This design comes from an exercise in tuning for small area, a short achievable clock period and few clock cycles per item on the open sky130 flow, not from production work.
Only simulation tests tie the RTL to the original design; equivalence was not proved.

### design/flow/config.mk
export PLATFORM = sky130hd
export DESIGN_NAME = jerk_limited_velocity_ramp
export DESIGN_NICKNAME = jerk_limited_velocity_ramp
export VERILOG_FILES = /design/flow/design.v
export SDC_FILE = /design/flow/constraint.sdc
export NUM_CORES = 4
export LEC_CHECK = 0
export CAP_MARGIN = 20
export CORE_MARGIN = 2
export CORE_UTILIZATION = 40
export SLEW_MARGIN = 20
### design/flow/constraint.sdc
create_clock -name core_clock -period 12.5 [get_ports {clk}]
set_input_delay 2.5000 -clock core_clock [delete_from_list [all_inputs] [get_ports {clk}]]
set_output_delay 2.5000 -clock core_clock [all_outputs]
set_load 0.01 [all_outputs]
### design/flow/design.v
package jlvr_pkg;
	localparam int DATA_W    = 32;
	localparam int LIM_W     = 31;
	localparam int CFG_IDX_W = 3;
	localparam int PROD_W      = 2 * DATA_W;
	localparam int COAST_SHIFT = 8;
	localparam int COAST_W     = PROD_W - COAST_SHIFT + 1;
	localparam int ERR_W       = COAST_W + 1;
	localparam int STEP_W      = DATA_W + 2;
	localparam int TRAP_SHIFT  = DATA_W + 1;
	localparam int TRAP_W      = PROD_W - TRAP_SHIFT;
	typedef logic [CFG_IDX_W-1:0] cfg_idx_t;
	localparam cfg_idx_t REG_MAX_ACCEL         = cfg_idx_t'(0);
	localparam cfg_idx_t REG_MAX_VELOCITY      = cfg_idx_t'(1);
	localparam cfg_idx_t REG_JERK_INCR         = cfg_idx_t'(2);
	localparam cfg_idx_t REG_HALF_INVERSE_JERK = cfg_idx_t'(3);
	localparam cfg_idx_t REG_TICK_PERIOD       = cfg_idx_t'(4);
	localparam logic signed [ERR_W-1:0] ERR_EPS_POS = ERR_W'(1);
	localparam logic signed [ERR_W-1:0] ERR_EPS_NEG = {ERR_W{1'b1}};
	typedef struct packed {
		logic [LIM_W-1:0]  max_accel;
		logic [LIM_W-1:0]  max_velocity;
		logic [LIM_W-1:0]  jerk_incr;
		logic [DATA_W-1:0] half_inverse_jerk;
		logic [DATA_W-1:0] tick_period;
	} cfg_t;
	typedef enum logic [3:0] {
		S_IDLE,
		S_SQ,
		S_HI,
		S_LO,
		S_COAST,
		S_ERR,
		S_ACC,
		S_TRAP,
		S_VEL,
		S_FIN
	} seq_state_t;
	typedef enum logic [1:0] {
		MUL_SQ,
		MUL_HI,
		MUL_LO,
		MUL_TRAP
	} mul_sel_t;
	typedef struct packed {
		logic     load_target;
		logic     mul_en;
		mul_sel_t mul_sel;
		logic     save_lo;
		logic     save_hiprod;
		logic     save_coast;
		logic     save_want;
		logic     save_anew;
		logic     save_sum;
		logic     save_vel;
		logic     commit;
	} seq_ctrl_t;
	function automatic logic signed [STEP_W-1:0] move_toward(
		input logic signed [STEP_W-1:0] value,
		input logic signed [STEP_W-1:0] goal,
		input logic signed [STEP_W-1:0] step
	);
		if (value < goal - step) begin
			move_toward = value + step;
		end else if (value > goal + step) begin
			move_toward = value - step;
		end else begin
			move_toward = goal;
		end
	endfunction
	function automatic logic signed [STEP_W-1:0] limit(
		input logic signed [STEP_W-1:0] value,
		input logic [LIM_W-1:0]         bound
	);
		logic signed [STEP_W-1:0] bnd;
		bnd = $signed({{(STEP_W-LIM_W){1'b0}}, bound});
		if (value < -bnd) begin
			limit = -bnd;
		end else if (value > bnd) begin
			limit = bnd;
		end else begin
			limit = value;
		end
	endfunction
endpackage
module jlvr_cfg (
	input  logic                             clk,
	input  logic                             arst_n,
	input  logic                             cfg_we,
	input  logic [jlvr_pkg::CFG_IDX_W-1:0]   cfg_addr,
	input  logic [jlvr_pkg::DATA_W-1:0]      cfg_wdata,
	output jlvr_pkg::cfg_t                   cfg
);
	jlvr_pkg::cfg_t cfg_q;
	always_ff @(posedge clk or negedge arst_n) begin
		if (!arst_n) begin
			cfg_q <= '0;
		end else if (cfg_we) begin
			unique case (cfg_addr)
				jlvr_pkg::REG_MAX_ACCEL:         cfg_q.max_accel         <= cfg_wdata[jlvr_pkg::LIM_W-1:0];
				jlvr_pkg::REG_MAX_VELOCITY:      cfg_q.max_velocity      <= cfg_wdata[jlvr_pkg::LIM_W-1:0];
				jlvr_pkg::REG_JERK_INCR:         cfg_q.jerk_incr         <= cfg_wdata[jlvr_pkg::LIM_W-1:0];
				jlvr_pkg::REG_HALF_INVERSE_JERK: cfg_q.half_inverse_jerk <= cfg_wdata;
				jlvr_pkg::REG_TICK_PERIOD:       cfg_q.tick_period       <= cfg_wdata;
				default: begin
				end
			endcase
		end
	end
	assign cfg = cfg_q;
endmodule
module jlvr_mul (
	input  logic                          clk,
	input  logic                          en,
	input  logic [jlvr_pkg::DATA_W-1:0]   op_a,
	input  logic [jlvr_pkg::DATA_W-1:0]   op_b,
	output logic [jlvr_pkg::PROD_W-1:0]   prod
);
	logic [jlvr_pkg::PROD_W-1:0] prod_s1;
	always_ff @(posedge clk) begin
		if (en) begin
			prod_s1 <= jlvr_pkg::PROD_W'(op_a) * jlvr_pkg::PROD_W'(op_b);
		end
	end
	assign prod = prod_s1;
endmodule
module jlvr_seq (
	input  logic                 clk,
	input  logic                 arst_n,
	input  logic                 in_valid,
	input  logic                 out_valid,
	input  logic                 out_ready,
	output logic                 in_ready,
	output jlvr_pkg::seq_ctrl_t  ctrl
);
	jlvr_pkg::seq_state_t state_q;
	jlvr_pkg::seq_state_t state_next;
	logic       out_free;
	assign out_free = !out_valid || out_ready;
	always_ff @(posedge clk or negedge arst_n) begin
		if (!arst_n) begin
			state_q <= jlvr_pkg::S_IDLE;
		end else begin
			state_q <= state_next;
		end
	end
	always_comb begin
		state_next = state_q;
		unique case (state_q)
			jlvr_pkg::S_IDLE: begin
				if (in_valid) begin
					state_next = jlvr_pkg::S_SQ;
				end
			end
			jlvr_pkg::S_SQ:    state_next = jlvr_pkg::S_HI;
			jlvr_pkg::S_HI:    state_next = jlvr_pkg::S_LO;
			jlvr_pkg::S_LO:    state_next = jlvr_pkg::S_COAST;
			jlvr_pkg::S_COAST: state_next = jlvr_pkg::S_ERR;
			jlvr_pkg::S_ERR:   state_next = jlvr_pkg::S_ACC;
			jlvr_pkg::S_ACC:   state_next = jlvr_pkg::S_TRAP;
			jlvr_pkg::S_TRAP:  state_next = jlvr_pkg::S_VEL;
			jlvr_pkg::S_VEL:   state_next = jlvr_pkg::S_FIN;
			jlvr_pkg::S_FIN: begin
				if (out_free) begin
					state_next = jlvr_pkg::S_IDLE;
				end
			end
			default: state_next = jlvr_pkg::S_IDLE;
		endcase
	end
	always_comb begin
		ctrl     = '0;
		in_ready = 1'b0;
		ctrl.mul_sel = jlvr_pkg::MUL_SQ;
		unique case (state_q)
			jlvr_pkg::S_IDLE: begin
				in_ready         = 1'b1;
				ctrl.load_target = in_valid;
			end
			jlvr_pkg::S_SQ: begin
				ctrl.mul_en  = 1'b1;
				ctrl.mul_sel = jlvr_pkg::MUL_SQ;
			end
			jlvr_pkg::S_HI: begin
				ctrl.mul_en  = 1'b1;
				ctrl.mul_sel = jlvr_pkg::MUL_HI;
				ctrl.save_lo = 1'b1;
			end
			jlvr_pkg::S_LO: begin
				ctrl.mul_en      = 1'b1;
				ctrl.mul_sel     = jlvr_pkg::MUL_LO;
				ctrl.save_hiprod = 1'b1;
			end
			jlvr_pkg::S_COAST: ctrl.save_coast = 1'b1;
			jlvr_pkg::S_ERR:   ctrl.save_want  = 1'b1;
			jlvr_pkg::S_ACC:   ctrl.save_anew  = 1'b1;
			jlvr_pkg::S_TRAP: begin
				ctrl.mul_en   = 1'b1;
				ctrl.mul_sel  = jlvr_pkg::MUL_TRAP;
				ctrl.save_sum = 1'b1;
			end
			jlvr_pkg::S_VEL:   ctrl.save_vel = 1'b1;
			jlvr_pkg::S_FIN:   ctrl.commit   = out_free;
			default: begin
			end
		endcase
	end
endmodule
module jerk_limited_velocity_ramp (
	input  logic                                    clk,
	input  logic                                    arst_n,
	input  logic                                    cfg_we,
	input  logic [jlvr_pkg::CFG_IDX_W-1:0]          cfg_addr,
	input  logic [jlvr_pkg::DATA_W-1:0]             cfg_wdata,
	input  logic                                    in_valid,
	output logic                                    in_ready,
	input  logic signed [jlvr_pkg::DATA_W-1:0]      target_velocity,
	output logic                                    out_valid,
	input  logic                                    out_ready,
	output logic signed [jlvr_pkg::DATA_W-1:0]      velocity_out,
	output logic signed [jlvr_pkg::DATA_W-1:0]      accel_out
);
	jlvr_pkg::cfg_t      cfg;
	jlvr_pkg::seq_ctrl_t ctrl;
	logic signed [jlvr_pkg::DATA_W-1:0] vel_q;
	logic signed [jlvr_pkg::DATA_W-1:0] accel_q;
	logic signed [jlvr_pkg::DATA_W-1:0]  target_q;
	logic [jlvr_pkg::DATA_W-1:0]         lo_q;
	logic [jlvr_pkg::PROD_W-1:0]         hiprod_q;
	logic signed [jlvr_pkg::COAST_W-1:0] coast_q;
	logic signed [jlvr_pkg::DATA_W-1:0]  want_q;
	logic signed [jlvr_pkg::DATA_W-1:0]  anew_q;
	logic                      sum_neg_q;
	logic signed [jlvr_pkg::STEP_W-1:0]  v1_q;
	logic                     out_valid_q;
	logic signed [jlvr_pkg::DATA_W-1:0] velocity_out_q;
	logic signed [jlvr_pkg::DATA_W-1:0] accel_out_q;
	logic [jlvr_pkg::DATA_W-1:0] mul_a;
	logic [jlvr_pkg::DATA_W-1:0] mul_b;
	logic [jlvr_pkg::PROD_W-1:0] prod;
	logic [jlvr_pkg::DATA_W-1:0]         accel_mag;
	logic [jlvr_pkg::DATA_W-1:0]         anew_mag;
	logic signed [jlvr_pkg::DATA_W:0]    sum_w;
	logic signed [jlvr_pkg::DATA_W:0]    sum_abs;
	logic [jlvr_pkg::PROD_W-1:0]         coast_sum;
	logic signed [jlvr_pkg::COAST_W-1:0] coast_mag;
	logic signed [jlvr_pkg::ERR_W-1:0]   err;
	logic signed [jlvr_pkg::DATA_W-1:0]  acc_lim;
	logic signed [jlvr_pkg::DATA_W-1:0]  want_next;
	logic signed [jlvr_pkg::STEP_W-1:0]  step_w;
	logic signed [jlvr_pkg::STEP_W-1:0]  anew_next;
	logic signed [jlvr_pkg::STEP_W-1:0]  trap_d;
	logic                      snap;
	logic signed [jlvr_pkg::STEP_W-1:0]  v_pre;
	logic signed [jlvr_pkg::STEP_W-1:0]  a_snap;
	logic signed [jlvr_pkg::STEP_W-1:0]  v_fin;
	logic signed [jlvr_pkg::DATA_W-1:0]  a_fin;
	jlvr_cfg u_cfg (
		.clk       (clk),
		.arst_n    (arst_n),
		.cfg_we    (cfg_we),
		.cfg_addr  (cfg_addr),
		.cfg_wdata (cfg_wdata),
		.cfg       (cfg)
	);
	jlvr_seq u_seq (
		.clk       (clk),
		.arst_n    (arst_n),
		.in_valid  (in_valid),
		.out_valid (out_valid_q),
		.out_ready (out_ready),
		.in_ready  (in_ready),
		.ctrl      (ctrl)
	);
	jlvr_mul u_mul (
		.clk  (clk),
		.en   (ctrl.mul_en),
		.op_a (mul_a),
		.op_b (mul_b),
		.prod (prod)
	);
	assign accel_mag = accel_q[jlvr_pkg::DATA_W-1] ? jlvr_pkg::DATA_W'(-accel_q) : jlvr_pkg::DATA_W'(accel_q);
	assign anew_mag  = anew_q[jlvr_pkg::DATA_W-1] ? jlvr_pkg::DATA_W'(-anew_q) : jlvr_pkg::DATA_W'(anew_q);
	assign sum_w   = (jlvr_pkg::DATA_W+1)'(accel_q) + (jlvr_pkg::DATA_W+1)'(anew_q);
	assign sum_abs = sum_w[jlvr_pkg::DATA_W] ? -sum_w : sum_w;
	always_comb begin
		case (ctrl.mul_sel)
			jlvr_pkg::MUL_SQ: begin
				mul_a = accel_mag;
				mul_b = accel_mag;
			end
			jlvr_pkg::MUL_HI: begin
				mul_a = prod[jlvr_pkg::PROD_W-1:jlvr_pkg::DATA_W];
				mul_b = cfg.half_inverse_jerk;
			end
			jlvr_pkg::MUL_LO: begin
				mul_a = lo_q;
				mul_b = cfg.half_inverse_jerk;
			end
			jlvr_pkg::MUL_TRAP: begin
				mul_a = sum_abs[jlvr_pkg::DATA_W-1:0];
				mul_b = cfg.tick_period;
			end
			default: begin
				mul_a = accel_mag;
				mul_b = accel_mag;
			end
		endcase
	end
	assign coast_sum = hiprod_q + jlvr_pkg::PROD_W'(prod[jlvr_pkg::PROD_W-1:jlvr_pkg::DATA_W]);
	assign coast_mag = $signed({1'b0, coast_sum[jlvr_pkg::PROD_W-1:jlvr_pkg::COAST_SHIFT]});
	assign err = jlvr_pkg::ERR_W'(target_q) - jlvr_pkg::ERR_W'(vel_q) - jlvr_pkg::ERR_W'(coast_q);
	assign acc_lim = $signed({1'b0, cfg.max_accel});
	assign step_w  = $signed({{(jlvr_pkg::STEP_W-jlvr_pkg::LIM_W){1'b0}}, cfg.jerk_incr});
	always_comb begin
		if (err > jlvr_pkg::ERR_EPS_POS) begin
			want_next = acc_lim;
		end else if (err < jlvr_pkg::ERR_EPS_NEG) begin
			want_next = -acc_lim;
		end else begin
			want_next = '0;
		end
	end
	assign anew_next = jlvr_pkg::limit(jlvr_pkg::move_toward(jlvr_pkg::STEP_W'(accel_q), jlvr_pkg::STEP_W'(want_q), step_w),
		cfg.max_accel);
	assign trap_d = $signed({{(jlvr_pkg::STEP_W-jlvr_pkg::TRAP_W){1'b0}}, prod[jlvr_pkg::PROD_W-1:jlvr_pkg::TRAP_SHIFT]});
	assign snap   = (v1_q == jlvr_pkg::STEP_W'(target_q)) &&
		(anew_mag <= {{(jlvr_pkg::DATA_W-jlvr_pkg::LIM_W){1'b0}}, cfg.jerk_incr});
	assign a_snap = jlvr_pkg::move_toward(jlvr_pkg::STEP_W'(anew_q), '0, step_w);
	assign v_pre  = snap ? jlvr_pkg::STEP_W'(target_q) : v1_q;
	assign a_fin  = snap ? a_snap[jlvr_pkg::DATA_W-1:0] : anew_q;
	assign v_fin  = jlvr_pkg::limit(v_pre, cfg.max_velocity);
	always_ff @(posedge clk) begin
		if (ctrl.load_target) begin
			target_q <= target_velocity;
		end
		if (ctrl.save_lo) begin
			lo_q <= prod[jlvr_pkg::DATA_W-1:0];
		end
		if (ctrl.save_hiprod) begin
			hiprod_q <= prod;
		end
		if (ctrl.save_coast) begin
			coast_q <= accel_q[jlvr_pkg::DATA_W-1] ? -coast_mag : coast_mag;
		end
		if (ctrl.save_want) begin
			want_q <= want_next;
		end
		if (ctrl.save_anew) begin
			anew_q <= anew_next[jlvr_pkg::DATA_W-1:0];
		end
		if (ctrl.save_sum) begin
			sum_neg_q <= sum_w[jlvr_pkg::DATA_W];
		end
		if (ctrl.save_vel) begin
			v1_q <= sum_neg_q ? jlvr_pkg::STEP_W'(vel_q) - trap_d : jlvr_pkg::STEP_W'(vel_q) + trap_d;
		end
		if (ctrl.commit) begin
			velocity_out_q <= v_fin[jlvr_pkg::DATA_W-1:0];
			accel_out_q    <= a_fin;
		end
	end
	always_ff @(posedge clk or negedge arst_n) begin
		if (!arst_n) begin
			vel_q       <= '0;
			accel_q     <= '0;
			out_valid_q <= 1'b0;
		end else begin
			if (ctrl.commit) begin
				vel_q       <= v_fin[jlvr_pkg::DATA_W-1:0];
				accel_q     <= a_fin;
				out_valid_q <= 1'b1;
			end else if (out_ready) begin
				out_valid_q <= 1'b0;
			end
		end
	end
	assign out_valid    = out_valid_q;
	assign velocity_out = velocity_out_q;
	assign accel_out    = accel_out_q;
endmodule
### design/flow/run.sh
#!/bin/bash
# synth_recipe.tcl (not shown) runs the flow's synth.tcl, then flattens the netlist and writes it again
# the make line also repeats each setting of config.mk as NAME=value (left out here)
make -C /OpenROAD-flow-scripts/flow DESIGN_CONFIG=/design/flow/config.mk WORK_HOME=/design/flow/orfs CLKGATE_MAP_FILE= SYNTH_SCRIPT=/design/flow/synth_recipe.tcl finish
==> out/results.tsv <==
metric	value	unit
hold_path_class	flop to flop	
area_growth	10.6	%
seq_area_frac_synth	20.1	%
rr_endpoint	u_mul.prod_s1[61]$_DFFE_PP_	
cts_made_buffers	73	
grt_usage	31.3	%
cpPeakStageDelay	0.56	ns
cts-root-buf	clkbuf_16	
max_cap_viol_count	0	
reg2reg_depth	44	
crit_cells	44	
final_core_util	44.6	%
grt_pass1_wl	530	mm
floorplan.initialDensity	40.3	%
routed_wl	362	mm
synth_top_area_cell	fa_1	
critPathMaxFanout	16	
synthMuxAreaShare	2.85	%
tns	0	ns
synth.top_cells.by_area	fa_1 21%, edfxtp_1 14%, ha_1 12%	
synth_xor_xnor_area_share	5.00	%
grt_start_max_net_pins	106	
dp.final_hpwl	296	mm
maxSlewViolCount	0	
synthCells	10100	
max_freq	0.0828	GHz
synth_compound_area_share	15.6	%
htreeDepth	3	
status	finished clean	
cp_common_cell	fa_1	
startpoint	anew_q[0]$_DFFE_PP_	
fin_crit	12.07	ns
portBuffers	137	
clk_pin_slew	0.06	ns
ys_ff_latch	637	
worstSetupPathType	flop to flop	
final_nets	12200	
antenna_found_initial	32	
first_pass_iters	19	
fin_cells	13300	
synth_area	89700	um^2
fillCellCount	21900	
die_y	478	um
post_drt_wl_per_cell	27.2	um
finalHoldViolCount	0	
die_area	228000	um^2
cts_buffer_depth	3	
synth_fa_ha_area_share	33.6	%
synth_ff_type	edfxtp_1	
synth_edf_count	411	
drive_gt1_share	8.07	%
min_delay_path_depth	0	
placed_cells	13200	
synth_top_family_by_area	adder cells	
ant_nets	0	
vias_per_cell	5.91	
relSlewSlack	19.7	%
overflow	0	
tritoncts	yes	
ioPinCount	138	
tightest_slew	1.20	ns
mostFrequentLayoutCell	inv_1	
vias	78700	
place_area	96500	um^2
die_w	478	um
cp-endpoint	u_mul.prod_s1[61]$_DFFE_PP_	
crit_buf_inv	7	
globalplace.congestion	1.03	
drt_iter0_drc	8101	
synthArstFlopShare	35.5	%
layout_common_cells	1375 x inv_1, 1036 x nand2_1, 960 x fa_1	
synth_simple_gate_area_share	15.1	%
design.core.area	223000	um^2
cp_slowest_cell	fa_1	
path_delay_family	adder cells	
syn-mean-instance-area	8.87	um^2
end_kind	flop	
cp.arrival	12.53	ns
setup_viol	0	
yosys_warnings	4	
clock_sink_count	637	
fin_area	99200	um^2
rows	173	
clock_skew	0.0556	ns
drc	0	
grt_pass1_vias	78900	
cts_hold_buf	0	
syn_nets	12000	
regToRegSetupSlack	0.43	ns
critical_path_required	12.96	ns
min_from	u_mul.prod_s1[2]$_DFFE_PP_	
yosysTopAreaCellShare	21.5	%
ys_types	105	
worstSkewPairLatency	0.73	ns
reg2reg_from	anew_q[0]$_DFFE_PP_	
post-route-period-util	96.6	%
cp-start-kind	flop	
==> stage by stage <==
stage / setup slack [ns] / hold slack, ns
floorplan: 0.731 / 0.421
global placement: -0.0150 / 0.431
finish: 0.429 / 0.459
detailed placement: 0.00352 / 0.439
global route: -0.00340 / 0.471
CTS: 0.00612 / 0.452
==> state kept, by name (all words and copies together) (netlist names) <==
register	flops
lo_q	32
sum_neg_q	1
accel_out_q	32
v1_q	33
hiprod_q	64
u_mul.prod_s1	64
want_q	32
velocity_out_q	32
vel_q	32
accel_q	32
anew_q	32
coast_q	57
u_cfg.cfg_q	157
u_seq.state_q	4
out_valid_q	1
target_q	32
==> cells in the mapped netlist, drive strengths merged, types with 48 or more instances <==
master  count
a21oi     490
fa        961
nand2b     94
nor2b      61
nor4       69
dfrtp     226
o31ai      66
mux2i     105
inv      1377
nand2    1039
edfxtp    411
a22o       48
clkbuf    425
nor3      167
a31oi      56
a21o      235
or3        81
nand3     148
o21ai     459
a211oi     78
nor2      881
o21a      111
ha        869
nand4     118
xor2      140
and3       77
xnor2     372
and2       80
o21bai     72
mux2      134
==> area by class of cell <==
class | count | area, um^2 | share of cell area, %
repair buffers | 532 | 4560 | 4.59
flip-flops and latches | 637 | 18000 | 18.1
clock inverters | 40 | 439 | 0.443
diodes | 14 | 35.0 | 0.0353
clock buffers | 93 | 2030 | 2.04
well taps | 2975 | 3720 | 3.75
multi-input cells | 7630 | 65200 | 65.8
inverters | 1379 | 5180 | 5.22
==> how the worst min path moves through the flow <==
stage,end
detailed placement,lo_q[2]$_DFFE_PP_
global placement,lo_q[2]$_DFFE_PP_
finish,lo_q[2]$_DFFE_PP_
CTS,lo_q[2]$_DFFE_PP_
global route,lo_q[2]$_DFFE_PP_
floorplan,hiprod_q[0]$_DFFE_PP_
==> routing by layer <==
metal  track usage [%]  routed length [um]  up-vias
met4              16.8               22300       16
met5                 0                 111        -
li1                  -                   -    34600
met2              48.6              160000     3945
met3              5.61               32500      819
met1              41.5              148000    39300
==> cell families after synthesis <==
logic type	Yosys count
flops	637
xor+xnor	512
compound gates	2092
fa+ha+maj	1831
mux	239
buf+inv	1848
simple gates	2956
==> timing repair <==
action                                  4_1_cts  5_1_grt
buffers inserted                              0        1
resized for setup                             1       49
cloned                                        0        0
pin swaps                                     0        4
endpoints found under the setup margin        3       20
Testbench counts, summed over its fixed seeds: cycles 80,032, items 8,000.

what the ideal ports hide:
Ports are ideal in the flow. The routed layout listed here was re-timed in OpenROAD. Step 1: set_driving_cell puts a clkbuf_16 on clk and a buf_2 on each other input, an assumption about the parent block. Step 2 times the ports against the registers' clock, not the clock port: input delays grow and output delays shrink by t, the midpoint of the rising clock arrivals with the driver on. a / b / c = ideal / step 1 / step 2; a / b = the first two.
shift t [ns]: 0.781
setup WS [ns]: 0.429 / 0.429 / 0.429
worst setup path at the end: register to register
After both steps this run still meets setup and hold. The setup slack of this run moves by 0.000 ns with the drivers and by 0.000 ns with both steps.
